From an optimization exercise on the open Yosys and OpenROAD flow, aimed at small area, a short achievable clock period and few clock cycles; shortcuts taken in it are not production practice.
The clock port is modelled as an ideal driver; clocking choices that lean on that would not hold on a real chip.
Power is estimated from default activity; no workload was simulated.

## build 59
Design mul_accel_top, start of the top module:
module mul_accel_top #(
  parameter int unsigned StreamerCsrNum = 6
) (
  input  logic  clk_i,
  input  logic  rst_n_i,
  input  mul_accel_pkg::addr_t csr_req_addr_i,
  input  mul_accel_pkg::word_t csr_req_data_i,
  input  logic  csr_req_write_i,
  input  logic  csr_req_valid_i,
  output logic  csr_req_ready_o,
  output mul_accel_pkg::word_t csr_rsp_data_o,
  output logic  csr_rsp_valid_o,
  input  logic  csr_rsp_ready_i,
  output mul_accel_pkg::addr_t tcdm_addr_o,
  output mul_accel_pkg::word_t tcdm_wdata_o,
  output logic  tcdm_write_o,
  output logic  tcdm_req_o,
  input  logic  tcdm_gnt_i,
  input  mul_accel_pkg::word_t tcdm_rdata_i,
  input  logic  tcdm_rvalid_i
);
Size in the first run: about 2100 cells after synthesis, roughly 200 I/O pins.
Settings: LEC_CHECK=0, CAP_MARGIN=20, CORE_MARGIN=8, CORE_UTILIZATION=40, CTS_BUF_LIST=sky130_fd_sc_hd__clkbuf_16, CTS_CLUSTER_DIAMETER=100, CTS_CLUSTER_SIZE=20, PLACE_DENSITY=0.6, SETUP_SLACK_MARGIN=4.4, SLEW_MARGIN=20; clock period 8.0 ns.
standard.sh (not shown) runs the stock make flow with config.mk's settings and CLKGATE_MAP_FILE= SYNTH_SCRIPT=/design/flow/synth_recipe.tcl, a recipe that flattens the netlist after the stock synthesis.
==> flow/flow/run.sh <==
#!/bin/bash
set -euo pipefail
ARGS="BUFFER_PORTS_ARGS=-buffer_cell sky130_fd_sc_hd__buf_1"
R=orfs/results/sky130hd/mul_accel_top/base
bash standard.sh "$ARGS" cts > flow_make_cts.log 2>&1
SKEW_DB=$R/4_cts.odb SKEW_SDC=$R/4_cts.sdc SKEW_OUT=$R/4_cts.odb \
  SKEW_DLY=sky130_fd_sc_hd__clkbuf_2 SKEW_DRV=sky130_fd_sc_hd__clkbuf_16 \
  openroad -no_init -exit flow/skew.tcl > skew.log 2>&1
bash standard.sh "$ARGS" finish > flow_make_finish.log 2>&1
==> flow/flow/skew.tcl <==
# Useful skew for the multiplier: delay the clock of the result register c_q, where the
# multiplier's register-to-register paths end. Each group of c_q flip-flops on one clock
# leaf net gets its own delay buffer between the leaf net and their clock pins.
read_liberty $::env(FLOW_HOME)/platforms/sky130hd/lib/sky130_fd_sc_hd__tt_025C_1v80.lib
read_db $::env(SKEW_DB)
read_sdc $::env(SKEW_SDC)
set_propagated_clock [all_clocks]
source $::env(FLOW_HOME)/platforms/sky130hd/setRC.tcl
estimate_parasitics -placement
puts "before:"
report_checks -path_delay max -to [get_pins -hierarchical c_q*/D] -format end
report_checks -path_delay max -from [get_pins -hierarchical c_q*/CLK] -format end
set block [ord::get_db_block]
set dly_master [[ord::get_db] findMaster $::env(SKEW_DLY)]
set drv_master [[ord::get_db] findMaster $::env(SKEW_DRV)]
array set groups {}
foreach inst [$block getInsts] {
  if {[regexp {^c_q\\\[} [$inst getName]]} {
    set net [[$inst findITerm CLK] getNet]
    lappend groups([$net getName]) $inst
  }
}
set k 0
foreach netname [lsort [array names groups]] {
  set net [$block findNet $netname]
  # delay cell, then a clock buffer that drives the flip-flops with a sharp edge
  set dly [odb::dbInst_create $block $dly_master skew_dly_$k]
  set mid [odb::dbNet_create $block skew_mid_$k]
  $mid setSigType CLOCK
  set buf [odb::dbInst_create $block $drv_master skew_buf_$k]
  set nn [odb::dbNet_create $block skew_net_$k]
  $nn setSigType CLOCK
  [$dly findITerm A] connect $net
  [$dly findITerm X] connect $mid
  [$buf findITerm A] connect $mid
  [$buf findITerm X] connect $nn
  set sx 0; set sy 0; set c 0
  foreach inst $groups($netname) {
    set it [$inst findITerm CLK]
    $it disconnect
    $it connect $nn
    set bb [$inst getBBox]
    set sx [expr {$sx + [$bb xMin]}]; set sy [expr {$sy + [$bb yMin]}]; incr c
  }
  $buf setLocation [expr {$sx / $c}] [expr {$sy / $c}]
  $buf setPlacementStatus PLACED
  $dly setLocation [expr {$sx / $c}] [expr {$sy / $c}]
  $dly setPlacementStatus PLACED
  puts "skew_buf_$k on $netname drives $c flip-flops"
  incr k
}
global_connect
detailed_placement
check_placement -verbose
estimate_parasitics -placement
puts "after:"
report_checks -path_delay max -to [get_pins -hierarchical c_q*/D] -format end
report_checks -path_delay max -from [get_pins -hierarchical c_q*/CLK] -format end
report_checks -path_delay min -to [get_pins -hierarchical c_q*/D] -format end
report_check_types -max_slew -max_capacitance
foreach p [get_pins -hierarchical c_q*/CLK] { report_slews $p }
write_db $::env(SKEW_OUT)
Here is what was changed in the inputs of build 1 compared with build 59.
# build 59
export LEC_CHECK = 0
export CAP_MARGIN = 20
export CORE_MARGIN = 8
export CORE_UTILIZATION = 40
export CTS_BUF_LIST = sky130_fd_sc_hd__clkbuf_16
export CTS_CLUSTER_DIAMETER = 100
export CTS_CLUSTER_SIZE = 20
export PLACE_DENSITY = 0.6
export SETUP_SLACK_MARGIN = 4.4
export SLEW_MARGIN = 20
create_clock -name core_clock -period 8.0 [get_ports {clk_i}]
# build 1
export LEC_CHECK = 0
export CAP_MARGIN = 20
export CORE_MARGIN = 8
export CORE_UTILIZATION = 60
export CTS_BUF_LIST = sky130_fd_sc_hd__clkbuf_16
export CTS_CLUSTER_DIAMETER = 100
export CTS_CLUSTER_SIZE = 20
export PLACE_DENSITY = 0.75
export SETUP_SLACK_MARGIN = 4
export SLEW_MARGIN = 20
create_clock -name core_clock -period 8.0 [get_ports {clk_i}]
-- flow/flow/run.sh --
<<< build 59, line 6
SKEW_DB=$R/4_cts.odb SKEW_SDC=$R/4_cts.sdc SKEW_OUT=$R/4_cts.odb \
  SKEW_DLY=sky130_fd_sc_hd__clkbuf_2 SKEW_DRV=sky130_fd_sc_hd__clkbuf_16 \
  openroad -no_init -exit flow/skew.tcl > skew.log 2>&1
>>> build 1, line 6
SKEW_DB=$R/4_cts.odb SKEW_SDC=$R/4_cts.sdc SKEW_OUT=$R/4_cts.odb \
  SKEW_DLY=sky130_fd_sc_hd__clkdlybuf4s18_1 SKEW_DRV=sky130_fd_sc_hd__clkbuf_16 \
  openroad -no_init -exit flow/skew.tcl > skew.log 2>&1
### Flow results
Build 1 reports its critical path endpoint as tcdm_wdata_o[15] while build 59 reports c_q[28]. Build 1 ends up with a growth of design area from synthesis to finish that is 9.7 points lower than in build 59. Most common cell after layout, fill and taps aside: nand2_1 -> build 1, edfxtp_1 -> build 59. Relative to build 59, the area of all placed cells without fillers of build 1 is lower by 8.0%. Looking at biggest cell delay along the critical path, build 1 sits 50 ps lower than build 59 does. Build 59 vs build 1, critical path startpoint: sel3_q[0] vs c_q[22]. Compared with build 59, in build 1 met3 routed wirelength now sits higher; number of antenna violations at the first check in global routing lower; critical path depth went down; clock-cell share of area rose 0.15 points; number of tap cells added at floorplan fell 34%. Via count, build 1 vs build 59: down slightly. Chip height ends up higher on build 59.
What build 58 does differently from build 1 at the input level:
# build 1
export LEC_CHECK = 0
export CAP_MARGIN = 20
export CORE_MARGIN = 8
export CORE_UTILIZATION = 60
export CTS_BUF_LIST = sky130_fd_sc_hd__clkbuf_16
export CTS_CLUSTER_DIAMETER = 100
export CTS_CLUSTER_SIZE = 20
export PLACE_DENSITY = 0.75
export SETUP_SLACK_MARGIN = 4
export SLEW_MARGIN = 20
create_clock -name core_clock -period 8.0 [get_ports {clk_i}]
# build 58
export LEC_CHECK = 0
export CAP_MARGIN = 20
export CORE_MARGIN = 8
export CORE_UTILIZATION = 40
export CTS_BUF_LIST = sky130_fd_sc_hd__clkbuf_16
export CTS_CLUSTER_DIAMETER = 100
export CTS_CLUSTER_SIZE = 20
export PLACE_DENSITY = 0.6
export SETUP_SLACK_MARGIN = 4
export SLEW_MARGIN = 20
create_clock -name core_clock -period 8.0 [get_ports {clk_i}]
### Flow results
Build 58 went all the way through the flow, and no timing, DRC or antenna check failed.
Build 58 vs build 1: clock-buffer cell count up by a few percent
Build 58 against build 1; row count is up by more than 10%.
Relative to build 1, the final cell area reported for build 58 is higher.
Going from build 1 to build 58, critical path data arrival time grows by 80 ps.
As of build 58, routed metal-1 wire length had risen by more than 10% compared to build 1.
Build 1 → build 58: clock latency of the later-clocked register in the worst-skew pair went up 50 ps, total power increased 3.6%.
The higher utilization came out of build 1.
The following lists how build 84 was set up differently from build 58:
-- flow/flow/run.sh --
<<< build 58, line 6
SKEW_DB=$R/4_cts.odb SKEW_SDC=$R/4_cts.sdc SKEW_OUT=$R/4_cts.odb \
  SKEW_DLY=sky130_fd_sc_hd__clkdlybuf4s18_1 SKEW_DRV=sky130_fd_sc_hd__clkbuf_16 \
  openroad -no_init -exit flow/skew.tcl > skew.log 2>&1
>>> build 84, line 6
SKEW_DB=$R/4_cts.odb SKEW_SDC=$R/4_cts.sdc SKEW_OUT=$R/4_cts.odb \
  SKEW_DLY=sky130_fd_sc_hd__clkbuf_2 SKEW_DRV=sky130_fd_sc_hd__clkbuf_16 \
  openroad -no_init -exit flow/skew.tcl > skew.log 2>&1
### Flow results
Between build 84 and build 58, it is build 84 whose maximum vdd ir drop is higher, by 0.35%. Compared with build 58, build 84 shows routed wire length that has gone up slightly. Build 58 -> build 84: global-route wire length before repair flat. Between build 84 and build 58, the setup slack does not differ in any meaningful way. Between build 58 and build 84, the difference in total power of the final layout is negligible.
Input changes introduced in build 85 (baseline for comparison: build 84):
-- flow/flow/run.sh --
<<< build 84, line 6
SKEW_DB=$R/4_cts.odb SKEW_SDC=$R/4_cts.sdc SKEW_OUT=$R/4_cts.odb \
  SKEW_DLY=sky130_fd_sc_hd__clkbuf_2 SKEW_DRV=sky130_fd_sc_hd__clkbuf_16 \
  openroad -no_init -exit flow/skew.tcl > skew.log 2>&1
>>> build 85, line 6
SKEW_DB=$R/4_cts.odb SKEW_SDC=$R/4_cts.sdc SKEW_OUT=$R/4_cts.odb \
  SKEW_DLY=sky130_fd_sc_hd__clkdlybuf4s18_1 SKEW_DRV=sky130_fd_sc_hd__clkbuf_8 \
  openroad -no_init -exit flow/skew.tcl > skew.log 2>&1
Notes after the runs:
Between build 84 and build 85, the number of cells in the finished layout apart from fillers does not differ in any meaningful way. Sort build 85 and build 84 by number of buffers and inverters on the critical path, ascending, and build 85 comes first. Per the comparison of build 85 with build 84, proportion of cell area occupied by registers neither gained nor lost much, met2 track utilization from global routing shows no meaningful change, total via count after detailed routing moved up, critical path depth saw a decrease.
diff inputs: build 85 => build 67
# build 85
export LEC_CHECK = 0
export CAP_MARGIN = 20
export CORE_MARGIN = 8
export CORE_UTILIZATION = 40
export CTS_BUF_LIST = sky130_fd_sc_hd__clkbuf_16
export CTS_CLUSTER_DIAMETER = 100
export CTS_CLUSTER_SIZE = 20
export PLACE_DENSITY = 0.6
export SETUP_SLACK_MARGIN = 4
export SLEW_MARGIN = 20
create_clock -name core_clock -period 8.0 [get_ports {clk_i}]
# build 67
export LEC_CHECK = 0
export CAP_MARGIN = 20
export CORE_MARGIN = 8
export CORE_UTILIZATION = 40
export CTS_BUF_LIST = sky130_fd_sc_hd__clkbuf_16
export CTS_CLUSTER_DIAMETER = 100
export CTS_CLUSTER_SIZE = 20
export PLACE_DENSITY = 0.6
export SETUP_SLACK_MARGIN = 3.8
export SLEW_MARGIN = 20
create_clock -name core_clock -period 8.0 [get_ports {clk_i}]
-- flow/flow/run.sh --
<<< build 85, line 6
SKEW_DB=$R/4_cts.odb SKEW_SDC=$R/4_cts.sdc SKEW_OUT=$R/4_cts.odb \
  SKEW_DLY=sky130_fd_sc_hd__clkdlybuf4s18_1 SKEW_DRV=sky130_fd_sc_hd__clkbuf_8 \
  openroad -no_init -exit flow/skew.tcl > skew.log 2>&1
>>> build 67, line 6
SKEW_DB=$R/4_cts.odb SKEW_SDC=$R/4_cts.sdc SKEW_OUT=$R/4_cts.odb \
  SKEW_DLY=sky130_fd_sc_hd__clkdlybuf4s18_1 SKEW_DRV=sky130_fd_sc_hd__clkbuf_16 \
  openroad -no_init -exit flow/skew.tcl > skew.log 2>&1
### Flow results
In build 67 the first-pass iteration count of the detailed router turned out 2 lower than in build 85.
Going from build 85 to build 67, design area went down by 380 um^2, total CTS buffers went down by 1, post-detailed-routing wire length went down by about 1.1%, data arrival time of the critical path went down by 20 ps, largest net degree at the start of global routing went down by 4.
Build 67 completed every stage of the flow, and the final layout passed the timing, DRC and antenna checks.
[compare] base=build 85 new=build 67: final period demand of the worst path lower, via count of the first global-routing pass closely matched the old numbers.
No functional check of the RTL was part of any run of this note.

[separate check: timing with driven ports]
The results above use ideal ports. As a check the final layouts listed here were re-extracted and re-timed, cells and wires unchanged.
Step 1 assumes that a clkbuf_16 drives the clock port and a buf_2 every other input.
Step 2, shift: input delay + t, output delay - t, t = (earliest + latest rising clock arrival at the registers) / 2. This alone moves slack from input paths to output paths.
a / b / c = ideal / step 1 / step 2; a / b = the first two.
| run | shift t [ns] | slack for setup (ns) | worst setup path after step 2 | latest minus earliest clock arrival (ns) |
|---|---|---|---|---|
| build 59 | 0.720 | 4.030 / 4.030 / 3.862 | input to register | 0.289 / 0.290 |
| build 1 | 0.776 | 4.092 / 4.036 / 3.543 | input to register | 0.398 / 0.398 |
| build 58 | 0.798 | 4.011 / 3.957 / 3.553 | input to register | 0.452 / 0.452 |
| build 84 | 0.736 | 4.011 / 3.999 / 3.641 | input to register | 0.324 / 0.325 |
| build 85 | 0.782 | 3.993 / 3.938 / 3.581 | input to register | 0.416 / 0.416 |
| build 67 | 0.779 | 4.011 / 3.958 / 3.445 | input to register | 0.410 / 0.411 |
Clock arrivals are far apart in 5 of these runs, so t is only a midpoint there and step 2 fits no single register. For build 67, which loses most, drivers alone change the setup slack by -0.053 ns; drivers and shift together by -0.566 ns.
